Context: an optimization exercise on an open-source flow, tuned for small area. The choices shown serve that exercise and are no tape-out recipe.
In this exercise RTL edits were held to simulation tests only and were not proved equivalent to the original.
Power figures rest on the tool's default switching activity, not on a simulated workload.

Design qrd_out_collector, start of the top module:
module qrd_out_collector #(
  parameter int DW      = 17,
  parameter int LATENCY = 6,
  parameter int TOL     = 16,
  parameter int CNT_W   = 12
) (
  input  logic                clk,
  input  logic                rst_n,
  input  logic                i_start,
  input  logic [CNT_W-1:0]    i_stream_len,
  input  logic [DW-1:0]       i_lane0,
  input  logic [DW-1:0]       i_lane1,
  input  logic [DW-1:0]       i_lane2,
  input  logic [DW-1:0]       i_lane3,
  output logic                o_mat_valid,
  input  logic                i_mat_ready,
  output logic [16*DW-1:0]    o_mat_data,
  output logic                o_mat_tri_err,
  output logic                o_busy,
  output logic                o_done,
  output logic                o_ovf
);
  localparam int NUM_LANES = 4;
  localparam int CW        = NUM_LANES*DW;
  localparam int MW        = NUM_LANES*CW;
  logic             r_busy, r_done, r_ovf;
  logic             r_vh, r_vs;           
  logic [1:0]       r_ph;                 
  logic [1:0]       r_w;                  
  logic [CNT_W-1:0] r_rem;                
  logic [3:0][CW-1:0] r_sr;               
  logic [2:0]         r_p;                
  logic [MW-1:0]      r_h, r_s;
  logic               r_he, r_se;
  logic [NUM_LANES-1:0][DW-1:0] w_lanes;
  logic [NUM_LANES-1:0] w_bad;
  logic w_start_acc, w_push, w_end;
  logic w_ls, w_hs, w_ha, w_hb, w_hc;
  logic [MW:0] w_s_d, w_h_d;
  assign w_lanes  = {i_lane3, i_lane2, i_lane1, i_lane0};
  assign w_bad[0] = 1'b0;    
  for (genvar r = 1; r < NUM_LANES; r++) begin : g_scr
  ...
For scale: ~1900 cells after synthesis, roughly 360 I/O pins.
clock: 5.0 ns
lec_check: 0
cap_margin: 20
core_margin: 2
core_utilization: 62
slew_margin: 20
synth_hierarchical: 1
synth_minimum_keep_size: 0
standard.sh (not shown) runs the stock make flow with config.mk's settings and CLKGATE_MAP_FILE= SYNTH_SCRIPT=/design/flow/synth_recipe.tcl, a recipe that flattens the netlist after the stock synthesis.
==> flow/flow/run.sh <==
#!/bin/bash
# The standard layout, with two changes: port buffers are the smallest buffer cell, and
# clock tree synthesis uses small clock buffers, larger sink clusters and no dummy loads.
set -euo pipefail
export BUFFER_PORTS_ARGS="-buffer_cell sky130_fd_sc_hd__buf_1"
export CTS_ARGS="-sink_clustering_enable -repair_clock_nets -dont_use_dummy_load -buf_list {sky130_fd_sc_hd__clkbuf_4 sky130_fd_sc_hd__clkbuf_8} -sink_clustering_size 20 -sink_clustering_max_diameter 50"
bash standard.sh > standard_flow.log 2>&1
Edit:
==> flow/flow/run.sh (replaced) <==
#!/bin/bash
# The standard layout, with two changes: port buffers are the smallest buffer cell, and
# clock tree synthesis uses small clock buffers, larger sink clusters and no dummy loads.
set -euo pipefail
export BUFFER_PORTS_ARGS="-buffer_cell sky130_fd_sc_hd__buf_1"
export CTS_ARGS="-sink_clustering_enable -repair_clock_nets -dont_use_dummy_load -buf_list {sky130_fd_sc_hd__clkbuf_4 sky130_fd_sc_hd__clkbuf_8} -sink_clustering_size 18 -sink_clustering_max_diameter 45"
bash standard.sh > standard_flow.log 2>&1
Result:
- global-route usage grows by 0.14 points
- wire length came out higher by about 0.33%
- clock skew is about the same
- design area rose by 0.77%
- die area does not change
- clock-buffer cell count climbs by 15
- worst setup slack gets worse by 0.071 ns
- final cell count rises by 0.54%
- sequential power stays flat
- sequential share of layout area shrinks by 0.48 points
- clock power is higher by about 11%
Edit:
==> flow/flow/run.sh (replaced) <==
#!/bin/bash
# The standard layout, with two changes: port buffers are the smallest buffer cell, and
# clock tree synthesis uses small clock buffers, larger sink clusters and no dummy loads.
set -euo pipefail
export BUFFER_PORTS_ARGS="-buffer_cell sky130_fd_sc_hd__buf_1"
export CTS_ARGS="-sink_clustering_enable -repair_clock_nets -dont_use_dummy_load -buf_list {sky130_fd_sc_hd__clkbuf_8 sky130_fd_sc_hd__clkbuf_16} -sink_clustering_buffer sky130_fd_sc_hd__clkbuf_16 -sink_clustering_size 32 -sink_clustering_max_diameter 60"
bash standard.sh > standard_flow.log 2>&1
Settings changed: CORE_UTILIZATION 62 to 55.
The new run completed without violations.
Setup slack improves by 0.11 ns.
Non-clock buffer count is unchanged.
Critical path depth drops by 1.
Total power climbs by about 2.2%.
Edit:
==> flow/flow/run.sh (replaced) <==
#!/bin/bash
# The standard layout, with two changes: port buffers are the smallest buffer cell, and
# clock tree synthesis uses small clock buffers, larger sink clusters and no dummy loads.
set -euo pipefail
export BUFFER_PORTS_ARGS="-buffer_cell sky130_fd_sc_hd__buf_1"
export CTS_ARGS="-sink_clustering_enable -repair_clock_nets -dont_use_dummy_load -buf_list {sky130_fd_sc_hd__clkbuf_4 sky130_fd_sc_hd__clkbuf_8} -sink_clustering_buffer sky130_fd_sc_hd__clkbuf_4 -sink_clustering_size 12 -sink_clustering_max_diameter 35"
bash standard.sh > standard_flow.log 2>&1
Die area is unchanged.
Non-clock buffer count stays the same.
Final cell count rises by about 2.6%.
First-iteration DRC count falls by about 0.45%.
Total power falls by about 2%.
Edit:
==> flow/flow/run.sh (replaced) <==
#!/bin/bash
# The standard layout, with two changes: port buffers are the smallest buffer cell, and
# clock tree synthesis uses small clock buffers, larger sink clusters and no dummy loads.
set -euo pipefail
export BUFFER_PORTS_ARGS="-buffer_cell sky130_fd_sc_hd__buf_1"
export CTS_ARGS="-sink_clustering_enable -repair_clock_nets -dont_use_dummy_load -buf_list {sky130_fd_sc_hd__clkbuf_4 sky130_fd_sc_hd__clkbuf_8} -sink_clustering_size 18 -sink_clustering_max_diameter 45"
bash standard.sh > standard_flow.log 2>&1
Settings changed: CORE_UTILIZATION 55 to 66.
What happened:
- The changed run completed with no timing, DRC or antenna violations
- via count goes down by 1.3%
- clock-buffer cell count drops by 56
- die area shrinks by 16%
- register-to-register slack is worse by 0.19 ns
- final area shrinks by 1.1%
- flip-flop and latch count stays the same
- worst setup slack loses 0.17 ns
- sequential share of layout area rises by 0.68 points
- first-iteration DRC count climbs by 5.1%
- sequential power goes up by about 0.6%
- wire length falls by 4.5%

qrd_out_collector again, from the RTL that the note above started with.
==> flow/config.mk <==
export PLATFORM = sky130hd
export DESIGN_NAME = qrd_out_collector
export DESIGN_NICKNAME = qrd_out_collector
export VERILOG_FILES = /design/flow/design.v
export SDC_FILE = /design/flow/constraint.sdc
export NUM_CORES = 4
export LEC_CHECK = 0
export CAP_MARGIN = 20
export CORE_MARGIN = 2
export CORE_UTILIZATION = 66
export SLEW_MARGIN = 20
export SYNTH_HIERARCHICAL = 1
export SYNTH_MINIMUM_KEEP_SIZE = 0
==> flow/constraint.sdc <==
create_clock -name core_clock -period 5.0 [get_ports {clk}]
set_input_delay 1.0000 -clock core_clock [delete_from_list [all_inputs] [get_ports {clk}]]
set_output_delay 1.0000 -clock core_clock [all_outputs]
set_load 0.01 [all_outputs]
==> flow/flow/run.sh <==
#!/bin/bash
# The standard layout, with two changes: port buffers are the smallest buffer cell, and
# clock tree synthesis uses small clock buffers, larger sink clusters and no dummy loads.
set -euo pipefail
export BUFFER_PORTS_ARGS="-buffer_cell sky130_fd_sc_hd__buf_1"
export CTS_ARGS="-sink_clustering_enable -repair_clock_nets -dont_use_dummy_load -buf_list {sky130_fd_sc_hd__clkbuf_4 sky130_fd_sc_hd__clkbuf_8} -sink_clustering_size 20 -sink_clustering_max_diameter 50"
bash standard.sh > standard_flow.log 2>&1
The first run completed without violations.
Edit:
==> flow/flow/run.sh (replaced) <==
#!/bin/bash
# The standard layout, with two changes: port buffers are the smallest buffer cell, and
# clock tree synthesis uses small clock buffers, larger sink clusters and no dummy loads.
set -euo pipefail
export BUFFER_PORTS_ARGS="-buffer_cell sky130_fd_sc_hd__buf_1"
export CTS_ARGS="-sink_clustering_enable -repair_clock_nets -dont_use_dummy_load -buf_list {sky130_fd_sc_hd__clkbuf_4 sky130_fd_sc_hd__clkbuf_8} -sink_clustering_buffer sky130_fd_sc_hd__clkbuf_4 -sink_clustering_size 12 -sink_clustering_max_diameter 35"
bash standard.sh > standard_flow.log 2>&1
- CORE_UTILIZATION: 66 -> 62
After rerunning:
- The changed run completed without violations
- wire length climbs by 1.8%
- non-clock buffer count is unchanged
- utilization drops by 4.5 points
- via count climbs by 1.7%
- area after synthesis does not change
- register-to-register slack barely changes
- clock-buffer cell count climbs by 58
Edit:
==> flow/flow/run.sh (replaced) <==
#!/bin/bash
# The standard layout, with two changes: port buffers are the smallest buffer cell, and
# clock tree synthesis uses small clock buffers, larger sink clusters and no dummy loads.
set -euo pipefail
export BUFFER_PORTS_ARGS="-buffer_cell sky130_fd_sc_hd__buf_1"
export CTS_ARGS="-sink_clustering_enable -repair_clock_nets -dont_use_dummy_load -buf_list {sky130_fd_sc_hd__clkbuf_4 sky130_fd_sc_hd__clkbuf_8} -sink_clustering_size 14 -sink_clustering_max_diameter 40"
bash standard.sh > standard_flow.log 2>&1
- CORE_UTILIZATION: 62 -> 55
Outcome: Cell area grows slightly; setup slack gains 0.17 ns; wire length grows by a few percent; die area grows by roughly a tenth; area after synthesis is unchanged; first-iteration DRC count barely changes; count of clock-buffer cells in the layout shrinks by 16; fmax grows by a little under a tenth; combinational power hardly moves.
Edit:
==> flow/flow/run.sh (replaced) <==
#!/bin/bash
# The standard layout, with two changes: port buffers are the smallest buffer cell, and
# clock tree synthesis uses small clock buffers, larger sink clusters and no dummy loads.
set -euo pipefail
export BUFFER_PORTS_ARGS="-buffer_cell sky130_fd_sc_hd__buf_1"
export CTS_ARGS="-sink_clustering_enable -repair_clock_nets -dont_use_dummy_load -buf_list {sky130_fd_sc_hd__clkbuf_4 sky130_fd_sc_hd__clkbuf_8} -sink_clustering_size 18 -sink_clustering_max_diameter 45"
bash standard.sh > standard_flow.log 2>&1
After rerunning:
- The changed run finished clean
- wire length barely changes
- clock power decreases by 13%
- core utilization is lower by 0.69 points
- die area does not change
- power decreases by 3.0%
- worst setup slack gets worse by 0.058 ns

==> separate check: timing with driven ports <==
How much do the figures lean on ideal ports? The routed layouts below were timed once more, with nothing changed but the port constraints. Step 1: set_driving_cell puts a clkbuf_16 on clk and a buf_2 on each other input, an assumption about the parent block. Step 2 also shifts input and output timing later by t, the mid clock arrival at the registers, as if the neighbouring blocks saw the same clock. Slacks: no drivers / after step 1 / after step 2; pairs: no drivers / after step 1.
run | shift t [ns] | setup slack, ns | worst hold slack (ns)
the first run of note 1 | 0.714 | 2.538 / 2.558 / 1.844 | 0.171 / 0.139 / 0.341
the second run of note 1 | 0.661 | 2.467 / 2.489 / 1.828 | 0.209 / 0.176 / 0.338
the third run of note 1 | 0.629 | 2.577 / 2.602 / 1.973 | 0.253 / 0.217 / 0.335
the fourth run of note 1 | 0.700 | 2.634 / 2.612 / 1.960 | 0.176 / 0.142 / 0.313
the fifth run of note 1 | 0.712 | 2.465 / 2.483 / 1.771 | 0.175 / 0.144 / 0.346
the first run of note 2 | 0.699 | 2.426 / 2.453 / 1.755 | 0.182 / 0.150 / 0.339
the second run of note 2 | 0.685 | 2.486 / 2.512 / 1.826 | 0.170 / 0.136 / 0.314
the third run of note 2 | 0.688 | 2.652 / 2.639 / 1.985 | 0.175 / 0.144 / 0.341
the fourth run of note 2 | 0.695 | 2.595 / 2.591 / 1.924 | 0.212 / 0.179 / 0.318
After both steps setup and hold are still met in every run listed.
